This is an optimization exercise on Yosys and OpenROAD, whose aim is small area, not a production implementation. In this exercise RTL edits were held to simulation tests only and were not proved equivalent to the original. Power figures rest on the tool's default switching activity, not on a simulated workload.

`design/flow/config.mk`:
```
export PLATFORM = sky130hd
export DESIGN_NAME = register_file_mp
export DESIGN_NICKNAME = register_file_mp
export VERILOG_FILES = /design/flow/design.v
export SDC_FILE = /design/flow/constraint.sdc
export NUM_CORES = 4
export LEC_CHECK = 0
export CAP_MARGIN = 20
export CORE_MARGIN = 2
export CORE_UTILIZATION = 30
export CTS_BUF_LIST = sky130_fd_sc_hd__clkbuf_8 sky130_fd_sc_hd__clkbuf_16
export PLACE_DENSITY = 0.45
export SETUP_SLACK_MARGIN = 0.15
export SLEW_MARGIN = 20
export SYNTH_HIERARCHICAL = 1
```
`design/flow/constraint.sdc`:
```
create_clock -name core_clock -period 7.0 [get_ports {RegisterFileMP_CLK}]
set_input_delay 1.4000 -clock core_clock [delete_from_list [all_inputs] [get_ports {RegisterFileMP_CLK}]]
set_output_delay 1.4000 -clock core_clock [all_outputs]
set_load 0.01 [all_outputs]
```
`design/flow/design.v`:
```
package regfile_pkg;
    localparam int DATA_W_DEF = 32;
    localparam int ADDR_W_DEF = 5;
    typedef enum logic {
        ST_CLEAR = 1'b0,
        ST_RUN   = 1'b1
    } rf_state_e;
endpackage
module rf_ao222 (
    input  logic a1, a2, b1, b2, c1, c2,
    output logic y
);
    assign y = (a1 & a2) | (b1 & b2) | (c1 & c2);
endmodule
module rf_ao222n (
    input  logic a1, a2, b1, b2, c1, c2,
    output logic y_n
);
    assign y_n = ~((a1 & a2) | (b1 & b2) | (c1 & c2));
endmodule
module rf_or4n (
    input  logic [3:0] t_n,
    output logic       y
);
    assign y = ~(&t_n);
endmodule
module rf_or2n (
    input  logic [1:0] t_n,
    output logic       y
);
    assign y = ~(&t_n);
endmodule
import regfile_pkg::*;
module register_file_mp #(
    parameter int DATA_W  = regfile_pkg::DATA_W_DEF,
    parameter int ADDR_W  = regfile_pkg::ADDR_W_DEF,
    parameter int DEPTH   = 32,
    parameter int NREAD   = 2,
    parameter int NWRITE  = 2,
    parameter int ZERO_R0 = 1
) (
    input  logic                     RegisterFileMP_CLK,
    input  logic                     RegisterFileMP_RST,
    input  logic [NREAD*ADDR_W-1:0]  RegisterFileMP_RA,
    output logic [NREAD*DATA_W-1:0]  RegisterFileMP_RD,
    output logic [NREAD-1:0]         RegisterFileMP_RRDY,
    input  logic [NWRITE-1:0]        RegisterFileMP_WE,
    input  logic [NWRITE*ADDR_W-1:0] RegisterFileMP_WA,
    input  logic [NWRITE*DATA_W-1:0] RegisterFileMP_WD,
    input  logic                     RegisterFileMP_RSV,
    input  logic [ADDR_W-1:0]        RegisterFileMP_RSVA,
    input  logic                     RegisterFileMP_FLUSH,
    output logic                     RegisterFileMP_BUSY
);
    logic       run_q;
    logic [4:0] idx_q;
    logic       run;
    always_ff @(posedge RegisterFileMP_CLK) begin
        if (RegisterFileMP_RST) begin
            run_q <= 1'b0;
            idx_q <= '0;
        end else begin
            run_q <= run_q | (&idx_q);
            idx_q <= idx_q + 5'd1;
        end
    end
    assign run                 = run_q & ~RegisterFileMP_RST;
    assign RegisterFileMP_BUSY = ~run;
    logic [4:0]  wa0, wa1;
    logic [31:0] wd0, wd1;
    logic [31:1] w0, w1, hold, wr, rsv;
    assign wa0 = RegisterFileMP_WA[4:0];
    assign wa1 = RegisterFileMP_WA[9:5];
    assign wd0 = RegisterFileMP_WD[31:0];
    assign wd1 = RegisterFileMP_WD[63:32];
    always_comb begin
        for (int r = 1; r < 32; r++) begin
            w1[r]   = run & RegisterFileMP_WE[1] & (wa1 == 5'(r));
            wr[r]   = run & ((RegisterFileMP_WE[0] & (wa0 == 5'(r))) | w1[r]);
            w0[r]   = wr[r] & ~w1[r];
            hold[r] = run & ~wr[r];
            rsv[r]  = run & RegisterFileMP_RSV & (RegisterFileMP_RSVA == 5'(r));
        end
    end
    logic [31:0] mem_q [1:31];
    logic [31:0] mem_d [1:31];
    for (genvar r = 1; r < 32; r++) begin : g_reg
        for (genvar b = 0; b < 32; b++) begin : g_bit
            rf_ao222 u_nxt (
                .a1 (w0[r]),   .a2 (wd0[b]),
                .b1 (w1[r]),   .b2 (wd1[b]),
                .c1 (hold[r]), .c2 (mem_q[r][b]),
                .y  (mem_d[r][b])
            );
        end
    end
    always_ff @(posedge RegisterFileMP_CLK) begin
        for (int r = 1; r < 32; r++) begin
            mem_q[r] <= mem_d[r];
        end
    end
    logic [31:1] pend;
    always_ff @(posedge RegisterFileMP_CLK) begin
        for (int r = 1; r < 32; r++) begin
            pend[r] <= run & (rsv[r] | (pend[r] & ~RegisterFileMP_FLUSH & ~wr[r]));
        end
    end
    for (genvar k = 0; k < 2; k++) begin : g_rd
        logic [4:0]  a;
        logic        en, b0, b1, pa, nb, sb0, sb1, sel31;
        logic [30:1] sel;
        assign a   = RegisterFileMP_RA[5*k +: 5];
        assign en  = run & (a != 5'd0);
        assign b1  = RegisterFileMP_WE[1] & (wa1 == a);
        assign b0  = RegisterFileMP_WE[0] & (wa0 == a) & ~b1;
        assign nb  = ~(b0 | b1);
        assign sb0 = en & b0;
        assign sb1 = en & b1;
        assign sel31 = run & (a == 5'd31) & nb;
        always_comb begin
            pa = 1'b0;
            for (int r = 1; r < 31; r++) begin
                sel[r] = run & (a == 5'(r));
            end
            for (int r = 1; r < 32; r++) begin
                pa = pa | ((a == 5'(r)) & pend[r]);
            end
        end
        assign RegisterFileMP_RRDY[k] = run & (~pa | b0 | b1);
        for (genvar b = 0; b < 32; b++) begin : g_bit
            logic [9:0]  t_n;
            logic [2:0]  p;
            logic        m_n, x_n;
            for (genvar g = 0; g < 10; g++) begin : g_g3
                rf_ao222n u_ao (
                    .a1 (sel[3*g + 1]), .a2 (mem_q[3*g + 1][b]),
                    .b1 (sel[3*g + 2]), .b2 (mem_q[3*g + 2][b]),
                    .c1 (sel[3*g + 3]), .c2 (mem_q[3*g + 3][b]),
                    .y_n (t_n[g])
                );
            end
            rf_or4n u_p0 (.t_n (t_n[3:0]), .y (p[0]));
            rf_or4n u_p1 (.t_n (t_n[7:4]), .y (p[1]));
            rf_or2n u_p2 (.t_n (t_n[9:8]), .y (p[2]));
            rf_ao222n u_m (
                .a1 (p[0]), .a2 (nb),
                .b1 (p[1]), .b2 (nb),
                .c1 (p[2]), .c2 (nb),
                .y_n (m_n)
            );
            rf_ao222n u_x (
                .a1 (sb0),    .a2 (wd0[b]),
                .b1 (sb1),    .b2 (wd1[b]),
                .c1 (sel31),  .c2 (mem_q[31][b]),
                .y_n (x_n)
            );
            rf_or2n u_y (.t_n ({m_n, x_n}), .y (RegisterFileMP_RD[32*k + b]));
        end
    end
endmodule
```
`design/flow/flow/run.sh`:
```
#!/bin/bash
# Own layout flow: the standard layout (standard.sh, unchanged synthesis and steps) with
# two settings ORFS takes from the environment:
#  - the clock tree is built from clkbuf_8/clkbuf_16 in larger clusters, without dummy loads;
#  - the input and output ports are buffered with buf_2 cells.
# The make output goes to make_finish.log here; ORFS keeps each step's log under orfs/logs.
set -euo pipefail
export CTS_ARGS="-sink_clustering_enable -repair_clock_nets -dont_use_dummy_load -buf_list {sky130_fd_sc_hd__clkbuf_8 sky130_fd_sc_hd__clkbuf_16} -sink_clustering_size 24 -sink_clustering_max_diameter 120"
export BUFFER_PORTS_ARGS="-buffer_cell sky130_fd_sc_hd__buf_2"
bash standard.sh finish > make_finish.log 2>&1
```
`design/flow/standard.sh`:
```
#!/bin/bash
# synth_recipe.tcl (not shown) runs the flow's synth.tcl, then flattens the netlist and writes it again
# the make line also repeats each setting of config.mk as NAME=value (left out here)
make -C /OpenROAD-flow-scripts/flow DESIGN_CONFIG=/design/flow/config.mk WORK_HOME=/design/flow/orfs CLKGATE_MAP_FILE= SYNTH_SCRIPT=/design/flow/synth_recipe.tcl "${@:-finish}"
```
==> reports/qor.txt, run 1 <==
Root Buffer = clkbuf_16
CTS tree = done
Critical Path End Type = primary output
post-route worst setup slack = 230 ps
synthesis-to-layout area growth = 15.1%
Die W = 397 µm
maxcap violations = 0
# setup viols final = 0
Initial Util = 30.1%
pre-CTS setup slack = 540 ps
IO Pins = 162
WL per Instance = 39.2 µm
clock period minus worst slack = 6770 ps
FF+latch count, synth = 1029
Hold Path Depth = 1
Post-Place Cells = 6933
Setup TNS Final = 0 ps
status = complete, no violations
Non-Filler Instances = 6983
synth cell count leaders = a222oi_1, dfxtp_1, inv_1, nand2_1, nand4_1
Post-DP Area = 52000 µm²
Reg2Reg Depth = 8
Worst Tran Pin Value = 1240 ps
Synth Instances = 4561
Post-Syn Area = 46200 µm²
Post-Route Utilization = 34.7%
RSZ-0062 raised after global routing = false
Max Fclk = 148 MHz
Largest stage delay, worst path = 1050 ps
first-pass GRT wire length = 377 mm
post-route ant nets = 0
die span in y = 397 µm
post-CTS setup buffer count = 0
share of cells above drive strength 1 = 12.0%
WHS Endpoint = idx_q[0]
ys flop type = dfxtp_1
drt drc = 0
Lkg Pwr = 24.8 nW
Final Instance Area = 53200 µm²
ys async rst share = 0%
Yosys cell types = 61
Synth warnings = 10
metal3 WL = 38.1 mm
Area contributors post-synth = dfxtp_1, a222oi_1, inv_1
met1 wire length = 102 mm
CP Max Fanout = 24
Tot Pwr = 9.67 mW
Pwr Density = 182 nW/µm²
DR pass1 iterations = 16
worst skew pair latency = 740 ps
Max transition margin = 17.6%
Max IR drop VDD = 0.000211 V
H-tree levels = 2
Startpoint Class = input pin
met2 WL = 120 mm
Worst R2R Setup Slack = 3590 ps
total number of vias = 52.6k
clock slew at reported path FFs = 100 ps
max layer used = met5
share of the synthesized area in the top cell type = 44.6%
area leader, netlist = dfxtp_1
cts hold-fix bufs = 0
Post-synth EDFFs = 0
Mean Syn Cell Area = 10.1 µm²
crit share post-route = 96.7%
core area = 154000 µm²
syn_nets = 4658
die footprint = 157000 µm²
GRT overflow = 0
cts bufs inserted = 49
Post-DP HPWL = 165 mm
initial antenna violation count = 5
PortBufs = 161
largest net degree at the start of global routing = 64
CTS sink cnt = 1029
CP Buf/Inv Count = 3
Req. time, crit path = 5600 ps
most frequent cell after synthesis = a222oi_1
Final Hold Fails = 0
CTS resizes = 0
max-slew violations = 0
Hold Path Origin = idx_q[0]
initial DRC count = 16.2k
Placement Rows = 144
crit-path cells = buf_2 > nor2b_1 > nand3_1 > nor2_4 > buf_4 > a222oi_1 > nand4_1 > a222oi_1 > nand2_1 > buf_2
Final nets = 5037
sequential area share after synthesis = 44.6%
slowest CP cell = nor2_4
hold crit path type = register to register
crit path kind = input pin to primary output
Hold WS = 459 ps
Vias/cell = 7.53
GRT Total Usage = 32.8%
r2r startpoint = run_q
Final GP Congestion = 0.945
Worst R2R End = mem_q[30][24]
Arrival @ worst endpoint = 5370 ps
Max clock buf depth = 3
Final Skew = 78.0 ps
Total Routed Length = 274 mm
number of global-route vias before repair = 48.0k
crit-path leading delay family = simple AND/OR/NAND/NOR gates
==> worst max path at each step <==
stage                     cells after the start  slack [ps]            startpoint                     to
final                                        10         230  RegisterFileMP_RA[2]  RegisterFileMP_RD[25]
after global routing                          9         350  RegisterFileMP_RA[2]  RegisterFileMP_RD[11]
after CTS                                    11         530  RegisterFileMP_RA[2]  RegisterFileMP_RD[16]
after detailed placement                     11         540  RegisterFileMP_RA[2]  RegisterFileMP_RD[16]
after global placement                       11         520  RegisterFileMP_RA[2]  RegisterFileMP_RD[16]
after floorplan                               8         490  RegisterFileMP_RA[5]  RegisterFileMP_RD[32]
==> per-module statistics from Yosys, one instance, submodules excluded <==
module | copies in the design | flip-flops and latches
register_file_mp | 1 | 1029
rf_ao222 | 992 | 0
rf_ao222n | 768 | 0
rf_or2n | 128 | 0
rf_or4n | 128 | 0
==> worst reg2reg max path, stage by stage, from the launching register on <==
cell	delay, ps
dfxtp_1	370
and4b_1	330
nand3_1	400
nor2_4	450
buf_4	510
a21oi_1	160
and2_2	550
a222oi_1	510
inv_1	70
==> layout make-up <==
class | count | area, µm²
Timing Repair Buffer | 371 | 2410
Inverter | 1000 | 3760
Sequential cell | 1029 | 20600
Fill cell | 15700 | 100000
Tap cell | 2044 | 2560
Clock buffer | 49 | 1230
Antenna cell | 1 | 2.50
Multi-Input combinational cell | 2489 | 22700
==> cells by family (layout without fill, tap and decap cells) <==
kind of cell,Yosys count,count (layout),synth area share [%]
flops,1029,1029,44.6
mux,10,10,0.227
xor+xnor,22,22,0.417
fa+ha+maj,2,2,0.0541
other cells,0,1,0
compound gates,1858,1858,39.7
simple gates,597,597,6.54
buf+inv,1043,1420,8.53
==> layout by cell type (no fill, tap or decap), types with 4 or more instances in the layout <==
| cell | n |
|---|---|
| nand4_1 | 131 |
| mux2_2 | 4 |
| inv_1 | 998 |
| buf_2 | 161 |
| nand2_1 | 175 |
| nand4bb_1 | 8 |
| xor2_1 | 17 |
| nor4_1 | 6 |
| nor3_1 | 6 |
| nor3_4 | 4 |
| buf_4 | 208 |
| nand2b_1 | 11 |
| xnor2_1 | 5 |
| a32o_1 | 26 |
| and3_1 | 6 |
| nor2b_1 | 21 |
| and2_2 | 24 |
| a222oi_1 | 1760 |
| o21ai_0 | 6 |
| a21oi_1 | 34 |
| nor3_2 | 27 |
| a31oi_1 | 4 |
| clkbuf_16 | 49 |
| nor3b_2 | 10 |
| or2_2 | 4 |
| nor2_4 | 94 |
| nand3_1 | 22 |
| mux2i_1 | 6 |
| nor2_1 | 25 |
| dfxtp_1 | 1029 |
==> report_power, final <==
part | leakage, nW | switching (mW) | internal, mW
registers | 8.28 | 0.000968 | 5.85
logic | 15.9 | 0.386 | 0.0716
clock network | 0.604 | 2.10 | 1.26
total | 24.8 | 2.49 | 7.18
==> flip-flops by register name, indices dropped and copies added (netlist names) <==
signal	flops
pend	31
run_q	1
mem_q	992
idx_q	5
==> metal layers <==
metal | global-route usage, % | vias up
met2 | 51.1 | 4440
met5 | 0 | -
li1 | - | 21200
met1 | 42.4 | 26200
met4 | 14.2 | 2
met3 | 8.70 | 759
==> inputs of run 2 (changes only) <==
==> design/flow/config.mk (replaced) <==
export PLATFORM = sky130hd
export DESIGN_NAME = register_file_mp
export DESIGN_NICKNAME = register_file_mp
export VERILOG_FILES = /design/flow/design.v
export SDC_FILE = /design/flow/constraint.sdc
export NUM_CORES = 4
export LEC_CHECK = 0
export CAP_MARGIN = 10
export CORE_MARGIN = 2
export CORE_UTILIZATION = 30
export PLACE_DENSITY = 0.45
export SETUP_SLACK_MARGIN = 0.15
export SLEW_MARGIN = 10
export SYNTH_HIERARCHICAL = 1
==> run 2 against run 1 <==
Non-clock buffer count decreased by 1. Largest power group unchanged. Cell count stayed put. Sequential power about the same. Setup slack worse by 94 ps. Flip-flop and latch count did not move. Critical path depth increased by 1. Sequential share of layout area about the same. Final area about the same. Highest routed layer unchanged. First-iteration DRC count up 1.1%.
==> reports/qor.txt, run 2 <==
Max clock buf depth = 3
Synth warnings = 10
die footprint = 157000 µm²
most frequent cell after synthesis = a222oi_1
sequential area share after synthesis = 44.6%
Max transition margin = 14.1%
Total Routed Length = 273 mm
Final Hold Fails = 0
Req. time, crit path = 5600 ps
most frequent cells in the layout = a222oi_1, dfxtp_1, inv_1
Arrival @ worst endpoint = 5460 ps
synth cell count leaders = a222oi_1, dfxtp_1, inv_1, nand2_1, nand4_1
share of the synthesized area in the top cell type = 44.6%
GRT overflow = 0
H-tree levels = 2
share of cells above drive strength 1 = 12.0%
ys flop type = dfxtp_1
Setup TNS Final = 0 ps
first-pass GRT wire length = 377 mm
synthesis-to-layout area growth = 15.0%
RSZ-0062 raised after global routing = false
maxcap violations = 0
Mean Syn Cell Area = 10.1 µm²
status = complete, no violations
biggest registers after layout = mem_q (992), pend (31), idx_q (5)
Synth Instances = 4561
Startpoint Class = input pin
Post-synth EDFFs = 0
Yosys cell types = 61
ys async rst share = 0%
Pwr Density = 181 nW/µm²
Multi-input gate area = 22600 µm²
WL per Instance = 39.1 µm
Final Instance Area = 53200 µm²
cts hold-fix bufs = 0
Area contributors post-synth = dfxtp_1, a222oi_1, inv_1
Largest stage delay, worst path = 780 ps
drt drc = 0
Die W = 397 µm
largest net degree at the start of global routing = 64
crit path kind = input pin to primary output
IO Pins = 162
# setup viols final = 0
FF+latch count, synth = 1029
initial DRC count = 16.4k
max-slew violations = 0
hold crit path type = register to register
Final nets = 5036
crit-path leading delay family = simple AND/OR/NAND/NOR gates
clock slew at reported path FFs = 100 ps
Seq. cell area = 20600 µm²
max reg flops = 992
total number of vias = 52.6k
CP Max Fanout = 24
fillers = 15.7k
Final Skew = 43.8 ps
Initial Util = 30.1%
Worst Tran Pin Value = 1290 ps
DR pass1 iterations = 17
PortBufs = 161
syn_nets = 4658
Post-DP HPWL = 165 mm
CP Buf/Inv Count = 4
post-CTS setup buffer count = 0
CTS tree = done
slowest CP cell = nor2_4
Max Fclk = 146 MHz
Top reg by flops = mem_q
core area = 154000 µm²
number of global-route vias before repair = 48.0k
Critical Path End Type = primary output
Post-Syn Area = 46200 µm²
GRT Total Usage = 32.7%
cts bufs inserted = 49
die span in y = 397 µm
CTS resizes = 0
CTS sink cnt = 1029
clock period minus worst slack = 6860 ps
Root Buffer = clkbuf_16
initial antenna violation count = 7
Lkg Pwr = 24.8 nW
Placement Rows = 144
Post-DP Area = 52000 µm²
area leader, netlist = dfxtp_1
worst skew pair latency = 720 ps
Vias/cell = 7.53
Worst R2R Setup Slack = 3350 ps
Max IR drop VDD = 0.000185 V
crit share post-route = 98.1%
Final GP Congestion = 0.945
commonest non-fill, non-tap cell in the layout = a222oi_1
post-route ant nets = 0
crit-path cells = buf_2 > nor2b_1 > nand3_1 > buf_4 > nor2_4 > buf_4 > a222oi_1 > nand4_1 > a222oi_1 > nand2_1 > buf_2
Tot Pwr = 9.65 mW
[run 2: Yosys stat by module (local to each module, per instance)]
module / times used / area [µm²]
rf_or2n: 128 / 3.75
register_file_mp: 1 / 23600
rf_ao222: 992 / 13.8
rf_or4n: 128 / 6.26
rf_ao222n: 768 / 10.0
[run 2: worst paths after layout]
| kind | startpoint | end | cells after the start |
|---|---|---|---|
| worst max-delay path | RegisterFileMP_RA[2] | RegisterFileMP_RD[16] | 11 |
| worst min-delay path | idx_q[0] | idx_q[0] | 1 |
| worst max register to register | run_q | mem_q[29][26] | 7 |
| worst min register to register | idx_q[0] | idx_q[0] | 1 |
[run 2: cell families (layout without fill, tap and decap cells)]
logic type	after synthesis	count (layout)	share of synthesized area [%]
compound gates	1858	1858	39.7
xor+xnor	22	22	0.417
fa+ha+maj	2	2	0.0541
buf+inv	1043	1419	8.53
flops	1029	1029	44.6
mux	10	10	0.227
other cells	0	2	0
simple gates	597	597	6.54
[run 2: metrics by stage]
| stage | utilization, % | instances | hold slack [ps] | setup WS (ps) |
|---|---|---|---|---|
| finish | 34.6 | 6983 | 461 | 136 |
| CTS | 34.6 | 6981 | 461 | 509 |
| global route | 34.6 | 6981 | 489 | 269 |
| detailed placement | 33.8 | 6932 | 441 | 523 |
| floorplan | - | 4561 | 416 | 495 |
| global placement | 33.8 | 6932 | 432 | 516 |
[run 2: power breakdown]
group          total (mW)  internal, mW  switching [mW]  leakage [nW]
registers            5.85          5.85        0.000942          8.28
clock network        3.34          1.26            2.09         0.604
logic               0.456        0.0716           0.384          15.9
total                9.65          7.18            2.47          24.8
[run 2: cell type report]
cell class,instances,area share [%]
repair buffers,370,4.49
flip-flops and latches,1029,38.7
clock buffers,49,2.31
inverters,1000,7.07
diodes,2,0.00941
multi-input cells,2489,42.6
well taps,2044,4.81
[run 2: per-layer routing]
layer,up-vias,routed length (µm),track usage (%)
met3,777,38000,8.81
met5,-,118,0
li1,21200,-,-
met4,2,13100,14.0
met2,4347,120000,50.8
met1,26300,102000,42.5
==> inputs of run 3 (changes only) <==
--- a/design/flow/flow/run.sh
+++ b/design/flow/flow/run.sh
@@ -6,5 +6,5 @@
 # The make output goes to make_finish.log here; ORFS keeps each step's log under orfs/logs.
 set -euo pipefail
-export CTS_ARGS="-sink_clustering_enable -repair_clock_nets -dont_use_dummy_load -buf_list {sky130_fd_sc_hd__clkbuf_8 sky130_fd_sc_hd__clkbuf_16} -sink_clustering_size 24 -sink_clustering_max_diameter 120"
+export CTS_ARGS="-sink_clustering_enable -repair_clock_nets -dont_use_dummy_load -buf_list {sky130_fd_sc_hd__clkbuf_8 sky130_fd_sc_hd__clkbuf_16} -sink_clustering_size 30 -sink_clustering_max_diameter 100"
 export BUFFER_PORTS_ARGS="-buffer_cell sky130_fd_sc_hd__buf_2"
 bash standard.sh finish > make_finish.log 2>&1
==> run 3 against run 2 <==
Global-route usage barely moved. Synthesized cell count did not move. Still clean. Clock power fell by 2%. Sequential share of layout area barely moved. Setup slack improved by 100 ps. Die area did not move. Power fell by 0.66%. Clock skew rose by 5.0 ps. Utilization barely moved. Count of clock-buffer cells in the layout fell by 2. Critical endpoint unchanged. Combinational power barely moved.
==> reports/qor.txt, run 3 <==
Setup TNS Final = 0 ps
sequential area share after synthesis = 44.6%
CTS resizes = 0
post-CTS setup buffer count = 0
RSZ-0062 raised after global routing = false
initial DRC count = 16.1k
crit share post-route = 96.6%
CTS sink cnt = 1029
synth cell count leaders = a222oi_1, dfxtp_1, inv_1, nand2_1, nand4_1
clock period minus worst slack = 6760 ps
# setup viols final = 0
number of global-route vias before repair = 48.0k
synthesis-to-layout area growth = 14.9%
IO Pins = 162
Startpoint Class = input pin
GRT Total Usage = 32.7%
share of the synthesized area in the top cell type = 44.6%
Synth warnings = 10
Final Hold Fails = 0
Largest stage delay, worst path = 770 ps
die span in y = 397 µm
Final GP Congestion = 0.945
max reg flops = 992
Arrival @ worst endpoint = 5360 ps
mux contribution to synthesized area = 0.227%
Initial Util = 30.1%
status = complete, no violations
share of cells above drive strength 1 = 12.0%
drt drc = 0
Final nets = 5034
Synth Instances = 4561
Placement Rows = 144
Yosys cell types = 61
GRT overflow = 0
commonest non-fill, non-tap cell in the layout = a222oi_1
main combinational cell family by area after synthesis = compound AO/OA/AOI/OAI gates
post-route worst setup slack = 240 ps
cts bufs inserted = 47
post-route ant nets = 0
r2r startpoint = run_q
Reg2Reg Depth = 7
Hold Path Origin = idx_q[0]
maxcap violations = 0
Post-synth EDFFs = 0
Max transition margin = 10.7%
Top reg by flops = mem_q
Non-Filler Instances = 6982
compound-cell area share of the yosys netlist = 39.7%
Vias/cell = 7.53
Worst setup endpoint = RegisterFileMP_RD[16]
max-slew violations = 0
Root Buffer = clkbuf_16
Max Fclk = 148 MHz
Total Routed Length = 274 mm
Post-Route Utilization = 34.6%
crit path from = RegisterFileMP_RA[2]
Area contributors post-synth = dfxtp_1, a222oi_1, inv_1
first-pass GRT wire length = 377 mm
Critical Path End Type = primary output
Final Skew = 48.8 ps
Pwr Density = 180 nW/µm²
DR pass1 iterations = 19
slowest CP cell = nor2_4
Post-Place Cells = 6932
worst skew pair latency = 690 ps
syn_nets = 4658
clock slew at reported path FFs = 110 ps
pre-CTS setup slack = 523 ps
H-tree levels = 2
ys async rst share = 0%
hold crit path type = register to register
Post-DP HPWL = 165 mm
simple-gate share of the synthesized area = 6.54%
area leader, netlist = dfxtp_1
PortBufs = 161
FF+latch count, synth = 1029
most frequent cells in the layout = a222oi_1, dfxtp_1, inv_1
Max IR drop VDD = 0.000178 V
ys flop type = dfxtp_1
Post-Synth XOR/XNOR Area = 0.417%
Worst Tran Pin Value = 1340 ps
most frequent cell after synthesis = a222oi_1
Req. time, crit path = 5600 ps
biggest registers after layout = mem_q (992), pend (31), idx_q (5)
Lkg Pwr = 24.8 nW
Worst R2R End = mem_q[29][17]
Tot Pwr = 9.59 mW
total number of vias = 52.6k
post-synthesis adder-cell area fraction = 0.0541%
CTS tree = done
die footprint = 157000 µm²
Max clock buf depth = 3
Die W = 397 µm
Post-Syn Area = 46200 µm²
crit-path cells = buf_2 > nor2b_1 > nand3_1 > buf_4 > nor2_4 > buf_4 > a222oi_1 > nand4_1 > a222oi_1 > nand2_1 > buf_2
WL per Instance = 39.2 µm
CP Max Fanout = 24
core area = 154000 µm²
initial antenna violation count = 6
crit path kind = input pin to primary output
Mean Syn Cell Area = 10.1 µm²
largest net degree at the start of global routing = 64
Worst R2R Setup Slack = 3330 ps
cts hold-fix bufs = 0
[run 3: changes by cell type in the layout (fill, tap and decap cells not counted), sizes merged]
cell	before	now
clkbuf	49	47
diode	2	3
[run 3: cell type report]
class	count	area (µm²)
clock buffers	47	1180
multi-input cells	2489	22600
flip-flops and latches	1029	20600
repair buffers	370	2390
well taps	2044	2560
inverters	1000	3760
diodes	3	7.51
fillers	15700	100000
[run 3: through the flow]
stage          hold WS, ps  area (µm²)
3_3_place_gp           432       51900
6_report               469       53100
3_5_place_dp           441       52000
4_1_cts                463       53100
5_1_grt                492       53100
2_1_floorplan          416       46200
[run 3: modules after synthesis, one instance, submodules excluded]
module,area (µm²),copies in the design,cells,flops+latches
rf_ao222n,10.0,768,1,0
rf_or4n,6.26,128,1,0
rf_or2n,3.75,128,1,0
register_file_mp,23600,1,1553,1029
rf_ao222,13.8,992,2,0
[run 3: cell families (layout without fill, tap and decap cells)]
kind of cell,after synthesis,count (layout)
and+or+nand+nor,597,597
buffers and inverters,1043,1417
xor gates and xnor gates,22,22
adders and majority gates,2,2
DFF,1029,1029
other,0,3
AOI/OAI and AO/OA,1858,1858
muxes,10,10
[run 3: critical path: cells and delay by family]
kind            cells  cell delay [ps]
buf+inv             4             1370
compound gates      2              330
simple gates        5             2230
[run 3: worst min-delay path by stage]
stage | end | slack [ps] | cells after the start
global route | idx_q[0] | 490 | 1
CTS | idx_q[0] | 460 | 1
global placement | idx_q[0] | 430 | 1
finish | idx_q[0] | 470 | 1
floorplan | idx_q[0] | 420 | 1
detailed placement | idx_q[0] | 440 | 1
[run 3: layer usage]
layer | routed length, µm | part of all wire, % | vias up | global-route usage, %
met5 | 12 | 0.0044 | - | 0
li1 | - | - | 21200 | -
met4 | 12500 | 4.6 | 2 | 13.9
met3 | 37500 | 14 | 754 | 8.57
met1 | 103000 | 38 | 26300 | 42.5
met2 | 120000 | 44 | 4354 | 51.1
[run 3: report_power, final]
group          switching [mW]  internal (mW)
clock network            2.07           1.21
registers            0.000977           5.85
logic                   0.385         0.0716
total                    2.45           7.13

afterwards: timing with drivers on the ports:
How much do the figures lean on ideal ports? The routed layouts below were timed once more, with nothing changed but the port constraints.
Step 1 (the two cells are an assumption about what drives the block):
set clk [get_ports {RegisterFileMP_CLK}]
set_driving_cell -lib_cell sky130_fd_sc_hd__clkbuf_16 $clk
set_driving_cell -lib_cell sky130_fd_sc_hd__buf_2 [delete_from_list [all_inputs] $clk]
Step 2, shift: input delay + t, output delay - t, t = (earliest + latest rising clock arrival at the registers) / 2. This alone moves slack from input paths to output paths.
a / b / c = no drivers / after step 1 / after step 2; a / b = the first two.
run | t (ns) | setup slack, ns | worst data-port slew with drivers (ns)
run 1 | 0.777 | 0.230 / 0.209 / 0.209 | 0.07
run 2 | 0.771 | 0.136 / 0.115 / 0.115 | 0.07
run 3 | 0.765 | 0.240 / 0.219 / 0.219 | 0.07
After both steps every run listed still meets setup and hold.
